Context: an optimization exercise on an open-source flow, tuned for small area, a short achievable clock period and few clock cycles per item. The choices shown serve that exercise and are no tape-out recipe.
At most, simulation tests tie the RTL to the original design; equivalence was not proved.
Power and IR drop assume default switching activity.

## mv_search_top
module mv_search_top (
	input  logic           clk,
	input  logic           arst_n,
	input  logic           in_valid,
	input  me_pkg::pixel_t c_pix,
	input  me_pkg::pixel_t p_pix,
	output logic           in_credit,
	output logic           out_valid,
	output me_pkg::mv_t    mv,
	output me_pkg::sad_t   sad,
	input  logic           out_credit
);
	logic           step;
	me_pkg::pixel_t p;
	logic [3:0]     p_hi_d;
	me_pkg::beat_t  beat;
	logic           res_pend;
	logic           fin;
	logic [1:0]     rst_q;
	logic           clr_all;
	me_pkg::pixel_t                    c_chain [me_pkg::NUM_CAND+1];
	logic [me_pkg::NUM_CAND-1:0][15:0] sads;
	logic [me_pkg::NUM_CAND-1:0]       en;
	logic [me_pkg::NUM_CAND-1:0]       rd;
	pixel_feeder u_feeder (
		.clk       (clk),
		.arst_n    (arst_n),
		.in_valid  (in_valid),
		.c_pix     (c_pix),
		.p_pix     (p_pix),
		.in_credit (in_credit),
		.res_pend  (res_pend),
		.step      (step),
		.c         (c_chain[0]),
		.p         (p),
		.beat      (beat)
	);
	always_ff @(posedge clk) begin
		p_hi_d <= p[7:4];
	end
	always_ff @(posedge clk or negedge arst_n) begin
		if (!arst_n) begin
			rst_q <= 2'b11;
		end else begin
			rst_q <= {rst_q[0], 1'b0};
		end
	end
	assign clr_all = rst_q[1];
	for (genvar d = 0; d < me_pkg::NUM_CAND; d++) begin : g_en
		assign en[d] = step && (beat >= me_pkg::beat_t'(d)) &&
			(beat <= me_pkg::beat_t'(me_pkg::BLOCK_PIXELS - 1 + d));
	end
	assign fin = step && (beat >= me_pkg::beat_t'(me_pkg::BLOCK_PIXELS - 1));
	for (genvar d = 0; d < me_pkg::NUM_CAND; d++) begin : g_pe
		sad_pe u_pe (
			.clk     (clk),
			.arst_n  (arst_n),
			.step    (step),
  ...
For scale: about 2500 cells after synthesis, about 670 flip-flops, roughly 31000 um^2 of cells after synthesis.
Settings: LEC_CHECK=0, CAP_MARGIN=20, CORE_MARGIN=2, CORE_UTILIZATION=40, SETUP_SLACK_MARGIN=3.0, SLEW_MARGIN=20; clock period 5.5 ns.
run.sh (not shown) runs the stock make flow with config.mk's settings and CLKGATE_MAP_FILE= SYNTH_SCRIPT=/design/flow/synth_recipe.tcl, a recipe that flattens the netlist after the stock synthesis.
The baseline went through all stages and came out clean.
Then changed:
- ABC_CLOCK_PERIOD_IN_PS: default -> 2000
- SETUP_SLACK_MARGIN: 3.0 -> 3.2
- The changed run passed the timing, DRC and antenna checks
- cell area increases by about 0.8%
- global-route usage is lower by 0.26 points
- wire length falls by about 1.9%
- maximum frequency grows by about 1.6%
- total power rises by 2.1%
- worst setup slack improved by 0.041 ns
- via count stays flat
Then changed:
- ABC_CLOCK_PERIOD_IN_PS: 2000 -> default
- CTS_CLUSTER_DIAMETER: default -> 100
- CTS_CLUSTER_SIZE: default -> 24
Effect: The changed run went through all stages and came out clean. Area after synthesis does not change. Worst hold slack gets better by 0.0049 ns. Fmax came out lower by 2.1%. Routed wire length came out lower by 0.79%. Setup slack gets worse by 0.054 ns. Sequential share of layout area came out higher by 1.6 points. Register-to-register slack gets worse by 0.05 ns. Critical path depth does not change. Total power came out lower by 16%. Clock power came out lower by 45%.
No run of this note included a check of the RTL's function; only the layout flow was run.

---

Another version of the RTL of mv_search_top (not shown whole).
Size: about 2500 cells after synthesis, about 670 flip-flops.
Settings: LEC_CHECK=0, CAP_MARGIN=20, CORE_MARGIN=2, CORE_UTILIZATION=55, CTS_CLUSTER_DIAMETER=100, CTS_CLUSTER_SIZE=24, SETUP_SLACK_MARGIN=3.2, SLEW_MARGIN=20; clock period 5.5 ns.
The first run finished with timing, DRC and antenna clean.
Testbench counts at the start, summed over its fixed seeds: cycles 52,096, items 192.
==> next run, changes <==
- CORE_UTILIZATION: 55 -> 40
- SETUP_SLACK_MARGIN: 3.2 -> 3.0
Outcome:
- setup slack got worse by 120 ps
- via count drops slightly
- wire length drops slightly
- sequential power hardly moves
- non-clock buffer count drops by 32
- global-route usage drops by 7.1 points
- clock skew drops by 6.2 ps

## afterwards: timing with drivers on the ports
The flow's constraints put no driver on any port. The routed layouts listed below were extracted and timed again, unchanged, in two steps. Step 1: set_driving_cell puts a clkbuf_16 on clk and a buf_2 on each other input, an assumption about the parent block. Step 2 also shifts input and output timing later by t, the mid clock arrival at the registers, as if the neighbouring blocks saw the same clock. Slacks: ideal ports / drivers / drivers and shift; pairs: ideal ports / drivers.
| run | shift t [ns] | setup WS [ns] | cell pins on the clock port's net |
|---|---|---|---|
| the first run of note 1 | 0.692 | 2.908 / 2.908 / 2.908 | 1 |
| the second run of note 1 | 0.668 | 2.949 / 2.949 / 2.949 | 1 |
| the third run of note 1 | 0.643 | 2.895 / 2.895 / 2.895 | 1 |
| the first run of note 2 | 0.635 | 3.167 / 3.137 / 3.167 | 1 |
| the second run of note 2 | 0.643 | 3.045 / 3.014 / 3.045 | 1 |
After both steps setup and hold are still met in every run listed.
